This is an optimization exercise on Yosys and OpenROAD, whose aim is small area, not a production implementation. Function was checked by simulation only, so behaviour that the tests miss may differ from the original.

==> build 26 <==
==> flow/design.v <==
package isa_pkg;
    localparam logic [5:0] OP_SPECIAL = 6'h00;
    localparam int OPCODE_MSB = 31;
    localparam int OPCODE_LSB = 26;
    localparam int RS_MSB     = 25;
    localparam int RS_LSB     = 21;
    localparam int RT_MSB     = 20;
    localparam int RT_LSB     = 16;
    localparam int RD_MSB     = 15;
    localparam int RD_LSB     = 11;
    localparam int SHAMT_MSB  = 10;
    localparam int SHAMT_LSB  = 6;
    localparam int IMM_MSB    = 15;    
    localparam int IMM_LSB    = 0;
    localparam int FUNCT_MSB  = 5;
    localparam int FUNCT_LSB  = 0;
endpackage
package core_pkg;
    localparam logic [3:0] F_ORI = 4'b1101;
endpackage
import isa_pkg::*;
import core_pkg::*;
module inst_decoder (
    input  logic [32-1:0]   inst_i,
    output logic                      legal_o,
    output logic                      special_o,    
    output logic                      a_zero_o,     
    output logic                      a_shamt_o,    
    output logic [32-1:0]     imm_o,        
    output logic                      shift_o,
    output logic [3:0]                f_o,          
    output logic [5-1:0]  dst_o
);
    logic [5:0] opcode;
    logic [5:0] funct;
    logic       lui;
    assign opcode    = inst_i[OPCODE_MSB:OPCODE_LSB];
    assign funct     = inst_i[FUNCT_MSB:FUNCT_LSB];
    assign special_o = (opcode == OP_SPECIAL);
    always_comb begin
        if (special_o) begin
            case (funct)
                6'h00, 6'h02, 6'h03, 6'h04, 6'h06, 6'h07,
                6'h21, 6'h23, 6'h24, 6'h25, 6'h26, 6'h27,
                6'h2a, 6'h2b: legal_o = 1'b1;
                default:      legal_o = 1'b0;
            endcase
        end else begin
            legal_o = (opcode[5:3] == 3'b001) && (opcode[2:0] != 3'b000);
        end
    end
    assign lui       = ~special_o & (opcode[2:0] == 3'b111);
    assign shift_o   = special_o & ~funct[5];
    assign a_shamt_o = shift_o & ~funct[2];
    assign a_zero_o  = a_shamt_o | lui;
    assign f_o       = special_o ? funct[3:0] : (lui ? F_ORI : opcode[3:0]);
    assign dst_o     = special_o ? inst_i[RD_MSB:RD_LSB] : inst_i[RT_MSB:RT_LSB];
    assign imm_o = lui ? {inst_i[IMM_MSB:IMM_LSB], 16'h0000}
                       : {{16{~opcode[2] & inst_i[IMM_MSB]}}, inst_i[IMM_MSB:IMM_LSB]};
endmodule
module reg_file (
    input  logic                      clk,
    input  logic                      rst,
    input  logic                      a_ext_i,      
    input  logic                      a_reg_i,      
    input  logic [5-1:0]  a_addr_i,
    input  logic [5-1:0]  a_ext_data_i,
    output logic [32-1:0]     a_data_o,
    input  logic                      b_ext_i,      
    input  logic [5-1:0]  b_addr_i,
    input  logic [32-1:0]     b_ext_data_i,
    output logic [32-1:0]     b_data_o,
    input  logic                      we_i,
    input  logic [5-1:0]  waddr_i,
    input  logic [32-1:0]     wdata_i
);
    localparam int NR = 32;
    localparam int W  = 32;
    logic [NR-1:1][W-1:0] regs;
    logic [NR-1:1]        a_sel;
    logic [NR-1:1]        b_sel;
    logic [NR-1:1]        w_en;
    always_comb begin
        for (int i = 1; i < NR; i++) begin
            a_sel[i] = a_reg_i && (a_addr_i == i);
            b_sel[i] = !b_ext_i && (b_addr_i == i);
            w_en[i]  = rst || (we_i && (waddr_i == i));
        end
    end
    for (genvar i = 1; i < NR; i++) begin : g_reg
        always_ff @(posedge clk) begin
            if (w_en[i]) regs[i] <= wdata_i;
        end
    end
    for (genvar k = 0; k < W; k++) begin : g_rd
        logic [NR-1:1] col;
        for (genvar i = 1; i < NR; i++) begin : g_col
            assign col[i] = regs[i][k];
        end
        if (k < 5) begin : g_a_ext
            rf_rd_bit #(.N(NR)) u_a (
                .sel_i ({a_sel, a_ext_i}),
                .d_i   ({col, a_ext_data_i[k]}),
                .y_o   (a_data_o[k])
            );
        end else begin : g_a
            rf_rd_bit #(.N(NR-1)) u_a (
                .sel_i (a_sel),
                .d_i   (col),
                .y_o   (a_data_o[k])
            );
        end
        rf_rd_bit #(.N(NR)) u_b (
            .sel_i ({b_sel, b_ext_i}),
            .d_i   ({col, b_ext_data_i[k]}),
            .y_o   (b_data_o[k])
        );
    end
endmodule
module rf_rd_bit #(
    parameter int N = 32
) (
    input  logic [N-1:0] sel_i,
    input  logic [N-1:0] d_i,
    output logic         y_o
);
    localparam int NG = (N + 2) / 3;
    logic [NG-1:0] grp_n;
    for (genvar g = 0; g < NG; g++) begin : g_grp
        if (3 * g + 2 < N) begin : g_3
            rf_aoi222 u_aoi (
                .a_i (sel_i[3*g+2:3*g]),
                .b_i (d_i[3*g+2:3*g]),
                .y_o (grp_n[g])
            );
        end else begin : g_rest
            assign grp_n[g] = ~|(sel_i[N-1:3*g] & d_i[N-1:3*g]);
        end
    end
    assign y_o = ~&grp_n;
endmodule
module rf_aoi222 (
    input  logic [2:0] a_i,
    input  logic [2:0] b_i,
    output logic       y_o
);
    assign y_o = ~|(a_i & b_i);
endmodule
module alu_exec (
    input  logic [32-1:0]     a_i,
    input  logic [32-1:0]     b_i,
    input  logic                      shift_i,
    input  logic [3:0]                f_i,
    input  logic                      kill_i,
    output logic [32-1:0]     res_o
);
    localparam int W = 32;
    logic                     sub;
    logic                     slt;
    logic                     sel_add;
    logic                     sel_slt;
    logic                     sel_logic;
    logic                     sel_shl;
    logic                     sel_shr;
    logic [W-1:0]             g;
    logic [W-1:0]             p;
    logic [W:0]               c;
    logic [W-1:0]             sum;
    logic                     lt;
    logic [W-1:0]             lg;
    logic [W-1:0]             y;
    assign sub       = f_i[1] & ~f_i[2];
    assign slt       = f_i[3] & ~f_i[2] & f_i[1];
    assign sel_shl   = ~kill_i & shift_i & ~f_i[1];
    assign sel_shr   = ~kill_i & shift_i & f_i[1];
    assign sel_logic = ~kill_i & ~shift_i & f_i[2];
    assign sel_slt   = ~kill_i & ~shift_i & slt;
    assign sel_add   = ~kill_i & ~shift_i & ~f_i[2] & ~slt;
    alu_pg u_pg (
        .a_i   (a_i),
        .b_i   (b_i),
        .sub_i (sub),
        .g_o   (g),
        .p_o   (p)
    );
    alu_carry u_carry (
        .g_i  (g),
        .p_i  (p),
        .ci_i (sub),
        .c_o  (c)
    );
    assign sum = p ^ c[W-1:0];
    assign lt  = f_i[0] ? ~c[W] :
                 (a_i[W-1] ^ b_i[W-1]) ? a_i[W-1] : sum[W-1];
    always_comb begin
        case (f_i[1:0])
            2'b00:   lg = g;
            2'b01:   lg = g | p;
            2'b10:   lg = p;
            default: lg = ~(g | p);
        endcase
    end
    alu_shift u_shift (
        .d_i    (b_i),
        .amt_i  (a_i[5-1:0]),
        .left_i (sel_shl),
        .fill_i (f_i[0] & b_i[W-1]),
        .y_o    (y)
    );
    always_comb begin
        for (int i = 0; i < W; i++) begin
            res_o[i] = (sel_add   & sum[i])
                     | (sel_logic & lg[i])
                     | (sel_shr   & y[i])
                     | (sel_shl   & y[W-1-i]);
        end
        res_o[0] = res_o[0] | (sel_slt & lt);
    end
endmodule
module alu_pg (
    input  logic [32-1:0] a_i,
    input  logic [32-1:0] b_i,
    input  logic                  sub_i,
    output logic [32-1:0] g_o,
    output logic [32-1:0] p_o
);
    logic [32-1:0] bx;
    assign bx  = b_i ^ {32{sub_i}};
    assign g_o = a_i & bx;
    assign p_o = a_i ^ bx;
endmodule
module alu_carry (
    input  logic [32-1:0] g_i,
    input  logic [32-1:0] p_i,
    input  logic                  ci_i,
    output logic [32:0]   c_o
);
    localparam int W = 32;
    always_comb begin
        logic [W:0] gg;
        logic [W:0] pp;
        logic [W:0] gn;
        logic [W:0] pn;
        gg = {g_i, ci_i};
        pp = {p_i, 1'b0};
        for (int l = 0; (1 << l) <= W; l++) begin
            gn = gg;
            pn = pp;
            for (int i = 0; i <= W; i++) begin
                if ((i >> l) & 1) begin
                    gn[i] = gg[i] | (pp[i] & gg[((i >> l) << l) - 1]);
                    pn[i] = pp[i] & pp[((i >> l) << l) - 1];
                end
            end
            gg = gn;
            pp = pn;
        end
        c_o = gg;
    end
endmodule
module alu_shift (
    input  logic [32-1:0]     d_i,
    input  logic [5-1:0]  amt_i,
    input  logic                      left_i,
    input  logic                      fill_i,
    output logic [32-1:0]     y_o
);
    localparam int W = 32;
    localparam int S = 5;
    logic [W-1:0] lvl [S+1];
    for (genvar i = 0; i < W; i++) begin : g_in
        alu_mux2i u_m (.a0_i(d_i[i]), .a1_i(d_i[W-1-i]), .s_i(left_i), .y_o(lvl[0][i]));
    end
    for (genvar s = 0; s < S; s++) begin : g_stage
        logic fill;
        assign fill = (s % 2 == 0) ? ~fill_i : fill_i;
        for (genvar i = 0; i < W; i++) begin : g_bit
            if (i + (1 << s) < W) begin : g_mid
                alu_mux2i u_m (.a0_i(lvl[s][i]), .a1_i(lvl[s][i + (1 << s)]), .s_i(amt_i[s]), .y_o(lvl[s+1][i]));
            end else begin : g_top
                alu_mux2i u_m (.a0_i(lvl[s][i]), .a1_i(fill), .s_i(amt_i[s]), .y_o(lvl[s+1][i]));
            end
        end
    end
    assign y_o = lvl[S];
endmodule
module alu_mux2i (
    input  logic a0_i,
    input  logic a1_i,
    input  logic s_i,
    output logic y_o
);
    assign y_o = ~(s_i ? a1_i : a0_i);
endmodule
import isa_pkg::*;
module int_core (
    input  logic                      clk,
    input  logic                      rst,
    input  logic                      inst_valid_i,
    input  logic [32-1:0]   inst_data_i,
    output logic                      wb_valid_o,
    output logic [5-1:0]  wb_addr_o,
    output logic [32-1:0]     wb_data_o,
    output logic                      illegal_o
);
    logic                      legal;
    logic                      special;
    logic                      a_zero;
    logic                      a_shamt;
    logic [32-1:0]     imm;
    logic                      shift;
    logic [3:0]                f;
    logic [5-1:0]  dst;
    logic [5-1:0]  rs;
    logic [5-1:0]  rt;
    logic [32-1:0]     rf_a;
    logic [32-1:0]     rf_b;
    logic                      fwd_a;
    logic                      fwd_b;
    logic                      ex_wb;
    logic                      ex_ill;
    logic                      ex_shift;
    logic [3:0]                ex_f;
    logic [5-1:0]  ex_dst;
    logic [32-1:0]     ex_a;
    logic [32-1:0]     ex_b;
    logic [32-1:0]     res;
    assign rs = inst_data_i[RS_MSB:RS_LSB];
    assign rt = inst_data_i[RT_MSB:RT_LSB];
    inst_decoder u_dec (
        .inst_i    (inst_data_i),
        .legal_o   (legal),
        .special_o (special),
        .a_zero_o  (a_zero),
        .a_shamt_o (a_shamt),
        .imm_o     (imm),
        .shift_o   (shift),
        .f_o       (f),
        .dst_o     (dst)
    );
    reg_file u_rf (
        .clk          (clk),
        .rst          (rst),
        .a_ext_i      (a_shamt),
        .a_reg_i      (!a_zero),
        .a_addr_i     (rs),
        .a_ext_data_i (inst_data_i[SHAMT_MSB:SHAMT_LSB]),
        .a_data_o     (rf_a),
        .b_ext_i      (!special),
        .b_addr_i     (rt),
        .b_ext_data_i (imm),
        .b_data_o     (rf_b),
        .we_i         (ex_wb),
        .waddr_i      (ex_dst),
        .wdata_i      (res)
    );
    assign fwd_a = ex_wb && !a_zero && (rs == ex_dst);
    assign fwd_b = ex_wb && special && (rt == ex_dst);
    always_ff @(posedge clk) begin
        ex_wb    <= inst_valid_i && !rst && legal && (dst != '0);
        ex_ill   <= inst_valid_i && !rst && !legal;
        ex_shift <= shift;
        ex_f     <= f;
        ex_dst   <= dst;
        ex_a     <= fwd_a ? res : rf_a;
        ex_b     <= fwd_b ? res : rf_b;
    end
    alu_exec u_exec (
        .a_i     (ex_a),
        .b_i     (ex_b),
        .shift_i (ex_shift),
        .f_i     (ex_f),
        .kill_i  (rst),
        .res_o   (res)
    );
    always_ff @(posedge clk) begin
        wb_valid_o <= ex_wb && !rst;
        illegal_o  <= ex_ill && !rst;
        wb_addr_o  <= ex_dst;
        wb_data_o  <= res;
    end
endmodule
==> flow/run.sh <==
#!/bin/bash
# synth_recipe.tcl (not shown) runs the flow's synth.tcl, then flattens the netlist and writes it again
# the make line also repeats each setting of config.mk as NAME=value (left out here)
make -C /OpenROAD-flow-scripts/flow DESIGN_CONFIG=/design/flow/config.mk WORK_HOME=/design/flow/orfs CLKGATE_MAP_FILE= SYNTH_SCRIPT=/design/flow/synth_recipe.tcl finish
==> flow/config.mk <==
export PLATFORM = sky130hd
export DESIGN_NAME = int_core
export DESIGN_NICKNAME = int_core
export VERILOG_FILES = /design/flow/design.v
export SDC_FILE = /design/flow/constraint.sdc
export NUM_CORES = 4
export LEC_CHECK = 0
export CAP_MARGIN = 20
export CORE_MARGIN = 2
export CORE_UTILIZATION = 40
export SLEW_MARGIN = 20
export SYNTH_HIERARCHICAL = 1
==> flow/constraint.sdc <==
create_clock -name core_clock -period 5.5 [get_ports {clk}]
set_input_delay 1.1000 -clock core_clock [delete_from_list [all_inputs] [get_ports {clk}]]
set_output_delay 1.1000 -clock core_clock [all_outputs]
set_load 0.01 [all_outputs]
==> inputs of build 25, as changes to build 26 <==
==> flow/design.v, changed modules only <==
module reg_file (
    input  logic                      clk,
    input  logic                      rst,
    input  logic                      a_ext_i,      
    input  logic                      a_reg_i,      
    input  logic [5-1:0]  a_addr_i,
    input  logic [5-1:0]  a_ext_data_i,
    output logic [32-1:0]     a_data_o,
    input  logic                      b_ext_i,      
    input  logic                      b_reg_i,      
    input  logic [5-1:0]  b_addr_i,
    input  logic [32-1:0]     b_ext_data_i,
    output logic [32-1:0]     b_data_o,
    input  logic                      we_i,
    input  logic [5-1:0]  waddr_i,
    input  logic [32-1:0]     wdata_i
);
    localparam int NR = 32;
    localparam int W  = 32;
    logic [NR-1:1][W-1:0] regs;
    logic [NR-1:1]        a_sel;
    logic [NR-1:1]        b_sel;
    logic [NR-1:1]        w_en;
    always_comb begin
        for (int i = 1; i < NR; i++) begin
            a_sel[i] = a_reg_i && (a_addr_i == i);
            b_sel[i] = b_reg_i && (b_addr_i == i);
            w_en[i]  = rst || (we_i && (waddr_i == i));
        end
    end
    for (genvar i = 1; i < NR; i++) begin : g_reg
        always_ff @(posedge clk) begin
            if (w_en[i]) regs[i] <= wdata_i;
        end
    end
    for (genvar k = 0; k < W; k++) begin : g_rd
        logic [NR-1:1] col;
        for (genvar i = 1; i < NR; i++) begin : g_col
            assign col[i] = regs[i][k];
        end
        if (k < 5) begin : g_a_ext
            rf_rd_bit #(.N(NR)) u_a (
                .sel_i ({a_sel, a_ext_i}),
                .d_i   ({col, a_ext_data_i[k]}),
                .y_o   (a_data_o[k])
            );
        end else begin : g_a
            rf_rd_bit #(.N(NR-1)) u_a (
                .sel_i (a_sel),
                .d_i   (col),
                .y_o   (a_data_o[k])
            );
        end
        rf_rd_bit #(.N(NR)) u_b (
            .sel_i ({b_sel, b_ext_i}),
            .d_i   ({col, b_ext_data_i[k]}),
            .y_o   (b_data_o[k])
        );
    end
endmodule
module alu_exec (
    input  logic [32-1:0]     a_i,
    input  logic [32-1:0]     b_i,
    input  logic                      shift_i,
    input  logic [3:0]                f_i,
    input  logic                      kill_i,
    output logic [32-1:0]     res_o
);
    localparam int W = 32;
    logic                     sub;
    logic                     slt;
    logic                     sel_add;
    logic                     sel_slt;
    logic                     sel_logic;
    logic                     sel_shl;
    logic                     sel_shr;
    logic [W-1:0]             g;
    logic [W-1:0]             p;
    logic [W:0]               c;
    logic [W-1:0]             sum;
    logic                     lt;
    logic                     sel_g;
    logic                     sel_p;
    logic                     sel_nor;
    logic [W-1:0]             res_r;
    logic [W-1:0]             y;
    assign sub       = f_i[1] & ~f_i[2];
    assign slt       = f_i[3] & ~f_i[2] & f_i[1];
    assign sel_shl   = ~kill_i & shift_i & ~f_i[1];
    assign sel_shr   = ~kill_i & shift_i & f_i[1];
    assign sel_logic = ~kill_i & ~shift_i & f_i[2];
    assign sel_slt   = ~kill_i & ~shift_i & slt;
    assign sel_add   = ~kill_i & ~shift_i & ~f_i[2] & ~slt;
    alu_pg u_pg (
        .a_i   (a_i),
        .b_i   (b_i),
        .sub_i (sub),
        .g_o   (g),
        .p_o   (p)
    );
    alu_carry u_carry (
        .g_i  (g),
        .p_i  (p),
        .ci_i (sub),
        .c_o  (c)
    );
    assign sum = p ^ c[W-1:0];
    assign lt  = f_i[0] ? ~c[W] :
                 (a_i[W-1] ^ b_i[W-1]) ? a_i[W-1] : sum[W-1];
    alu_shift u_shift (
        .d_i    (b_i),
        .amt_i  (a_i[5-1:0]),
        .left_i (sel_shl),
        .fill_i (f_i[0] & b_i[W-1]),
        .y_o    (y)
    );
    assign sel_g   = sel_logic & ~f_i[1];                  
    assign sel_p   = sel_logic & (f_i[1:0] != 2'b00) & (f_i[1:0] != 2'b11);   
    assign sel_nor = sel_logic & (f_i[1:0] == 2'b11);
    assign res_o = res_r | {{(W-1){1'b0}}, sel_slt & lt};
    for (genvar i = 0; i < W; i++) begin : g_res
        alu_res_bit u_res (
            .sel_sum_i (sel_add),
            .sum_i     (sum[i]),
            .sel_g_i   (sel_g),
            .g_i       (g[i]),
            .sel_p_i   (sel_p),
            .p_i       (p[i]),
            .sel_nor_i (sel_nor),
            .sel_shr_i (sel_shr),
            .shr_i     (y[i]),
            .sel_shl_i (sel_shl),
            .shl_i     (y[W-1-i]),
            .res_o     (res_r[i])
        );
    end
endmodule
module alu_carry (
    input  logic [32-1:0] g_i,
    input  logic [32-1:0] p_i,
    input  logic                  ci_i,
    output logic [32:0]   c_o
);
    localparam int W = 32;
    always_comb begin
        logic [W:0] gg;
        logic [W:0] pp;
        gg = {g_i, ci_i};
        pp = {p_i, 1'b0};
        for (int l = 0; (2 << l) <= W + 1; l++) begin
            for (int i = (2 << l) - 1; i <= W; i += (2 << l)) begin
                gg[i] = gg[i] | (pp[i] & gg[i - (1 << l)]);
                pp[i] = pp[i] & pp[i - (1 << l)];
            end
        end
        for (int l = 4; l >= 0; l--) begin
            for (int i = 3 * (1 << l) - 1; i <= W; i += (2 << l)) begin
                gg[i] = gg[i] | (pp[i] & gg[i - (1 << l)]);
                pp[i] = pp[i] & pp[i - (1 << l)];
            end
        end
        c_o = gg;
    end
endmodule
module alu_res_bit (
    input  logic sel_sum_i,
    input  logic sum_i,
    input  logic sel_g_i,
    input  logic g_i,
    input  logic sel_p_i,
    input  logic p_i,
    input  logic sel_nor_i,
    input  logic sel_shr_i,
    input  logic shr_i,
    input  logic sel_shl_i,
    input  logic shl_i,
    output logic res_o
);
    logic n1;
    logic n2;
    logic nor_gp;
    assign nor_gp = ~(g_i | p_i);
    rf_aoi222 u_a1 (.a_i({sel_sum_i, sel_g_i, sel_p_i}), .b_i({sum_i, g_i, p_i}),       .y_o(n1));
    rf_aoi222 u_a2 (.a_i({sel_nor_i, sel_shr_i, sel_shl_i}), .b_i({nor_gp, shr_i, shl_i}), .y_o(n2));
    assign res_o = ~(n1 & n2);
endmodule
module int_core (
    input  logic                      clk,
    input  logic                      rst,
    input  logic                      inst_valid_i,
    input  logic [32-1:0]   inst_data_i,
    output logic                      wb_valid_o,
    output logic [5-1:0]  wb_addr_o,
    output logic [32-1:0]     wb_data_o,
    output logic                      illegal_o
);
    logic                      legal;
    logic                      special;
    logic                      a_zero;
    logic                      a_shamt;
    logic [32-1:0]     imm;
    logic                      shift;
    logic [3:0]                f;
    logic [5-1:0]  dst;
    logic [5-1:0]  rs;
    logic [5-1:0]  rt;
    logic [32-1:0]     rf_a;
    logic [32-1:0]     rf_b;
    logic                      fwd_a;
    logic                      fwd_b;
    logic                      ex_wb;
    logic                      ex_ill;
    logic                      ex_shift;
    logic [3:0]                ex_f;
    logic [5-1:0]  ex_dst;
    logic [32-1:0]     ex_a;
    logic [32-1:0]     ex_b;
    logic [32-1:0]     res;
    assign rs = inst_data_i[RS_MSB:RS_LSB];
    assign rt = inst_data_i[RT_MSB:RT_LSB];
    inst_decoder u_dec (
        .inst_i    (inst_data_i),
        .legal_o   (legal),
        .special_o (special),
        .a_zero_o  (a_zero),
        .a_shamt_o (a_shamt),
        .imm_o     (imm),
        .shift_o   (shift),
        .f_o       (f),
        .dst_o     (dst)
    );
    reg_file u_rf (
        .clk          (clk),
        .rst          (rst),
        .a_ext_i      (a_shamt),
        .a_reg_i      (!a_zero && !fwd_a),
        .a_addr_i     (rs),
        .a_ext_data_i (inst_data_i[SHAMT_MSB:SHAMT_LSB]),
        .a_data_o     (rf_a),
        .b_ext_i      (!special),
        .b_reg_i      (special && !fwd_b),
        .b_addr_i     (rt),
        .b_ext_data_i (imm),
        .b_data_o     (rf_b),
        .we_i         (ex_wb),
        .waddr_i      (ex_dst),
        .wdata_i      (res)
    );
    assign fwd_a = ex_wb && !a_zero && (rs == ex_dst);
    assign fwd_b = ex_wb && special && (rt == ex_dst);
    always_ff @(posedge clk) begin
        ex_wb    <= inst_valid_i && !rst && legal && (dst != '0);
        ex_ill   <= inst_valid_i && !rst && !legal;
        ex_shift <= shift;
        ex_f     <= f;
        ex_dst   <= dst;
        ex_a     <= rf_a | ({32{fwd_a}} & res);    
        ex_b     <= rf_b | ({32{fwd_b}} & res);
    end
    alu_exec u_exec (
        .a_i     (ex_a),
        .b_i     (ex_b),
        .shift_i (ex_shift),
        .f_i     (ex_f),
        .kill_i  (rst),
        .res_o   (res)
    );
    always_ff @(posedge clk) begin
        wb_valid_o <= ex_wb && !rst;
        illegal_o  <= ex_ill && !rst;
        wb_addr_o  <= ex_dst;
        wb_data_o  <= res;
    end
endmodule
==> flow/flow/run.sh (new file) <==
#!/bin/bash
# Own layout flow: the standard flow (standard.sh) with two knobs ORFS
# reads from the environment:
#  - port buffers use the smallest buffer cell instead of the default pick;
#  - clock tree: larger sink clusters and no dummy loads.
# Every input and output port is still buffered, and the clock tree is built
# by TritonCTS as usual. make's full output goes to flow_make.log here; each
# ORFS step also keeps its own log under orfs/logs/.
set -euo pipefail
export BUFFER_PORTS_ARGS="-buffer_cell sky130_fd_sc_hd__buf_1"
export CTS_ARGS="-sink_clustering_enable -repair_clock_nets -sink_clustering_size 24 -sink_clustering_max_diameter 120 -dont_use_dummy_load"
bash standard.sh > flow_make.log 2>&1
==> flow/standard.sh (new file) <==
#!/bin/bash
# synth_recipe.tcl (not shown) runs the flow's synth.tcl, then flattens the netlist and writes it again
# the make line also repeats each setting of config.mk as NAME=value (left out here)
make -C /OpenROAD-flow-scripts/flow DESIGN_CONFIG=/design/flow/config.mk WORK_HOME=/design/flow/orfs CLKGATE_MAP_FILE= SYNTH_SCRIPT=/design/flow/synth_recipe.tcl "${@:-finish}"
--- a/flow/config.mk
+++ b/flow/config.mk
@@ -7,6 +7,6 @@
 export LEC_CHECK = 0
-export CAP_MARGIN = 20
+export CAP_MARGIN = 5
 export CORE_MARGIN = 2
-export CORE_UTILIZATION = 40
-export SLEW_MARGIN = 20
+export CORE_UTILIZATION = 45
+export SLEW_MARGIN = 5
 export SYNTH_HIERARCHICAL = 1
removed: flow/run.sh
==> flow_summary.toml <==
[outcome]
status = "complete, but fails checks"
check-failures = "max-capacitance violations, max-slew violations"

[floorplanning]
die_w_um = 330

[global_route]
met1_usage_pct = 51.8

[cts]
clock_latency_ps = 730

[timing]
slew_viol_final = 22
whs_ps = 479

[logic_synthesis]
synth_fp_nets = 3030
netlist_instances = 2963

[worst_setup_path]
crit_buf_inv = 2

[job]
cap_viol_max_count = 1

[placement]
place.detailed.hpwl_mm = 134
[end of results for build 25]
==> flow_summary.toml <==
[cts]
clock_latency_ps = 780

[timing]
whs_ps = 443

[floorplanning]
die_w_um = 352

[job]
cap_viol_max_count = 0

[placement]
place.detailed.hpwl_mm = 139
port_buffers = 73

[global_route]
met1_usage_pct = 43.8

[logic_synthesis]
synth_fp_nets = 3103

[outcome]
status = "no timing/DRC/antenna violations"
[end of results for build 26]

-- port drivers added, routing unchanged --
The flow's constraints put no driver on any port. The routed layouts listed below were extracted and timed again, unchanged, in two steps. Step 1, drivers: a clkbuf_16 drives clk and a buf_2 each remaining input, both assumed. Step 2 also shifts input and output timing later by t, the mid clock arrival at the registers, as if the neighbouring blocks saw the same clock. Slacks: ideal ports / drivers / drivers and shift; pairs: ideal ports / drivers.
run | shift t [ns] | slack for setup (ns) | clock arrival spread, ns
build 26 | 0.837 | 0.722 / 0.776 / -0.061 | 0.040 / 0.040
build 25 | 0.757 | 0.315 / 0.360 / -0.397 | 0.090 / 0.090
The setup slack of build 26, which loses most, moves by +0.054 ns with the drivers and by -0.783 ns with both steps.
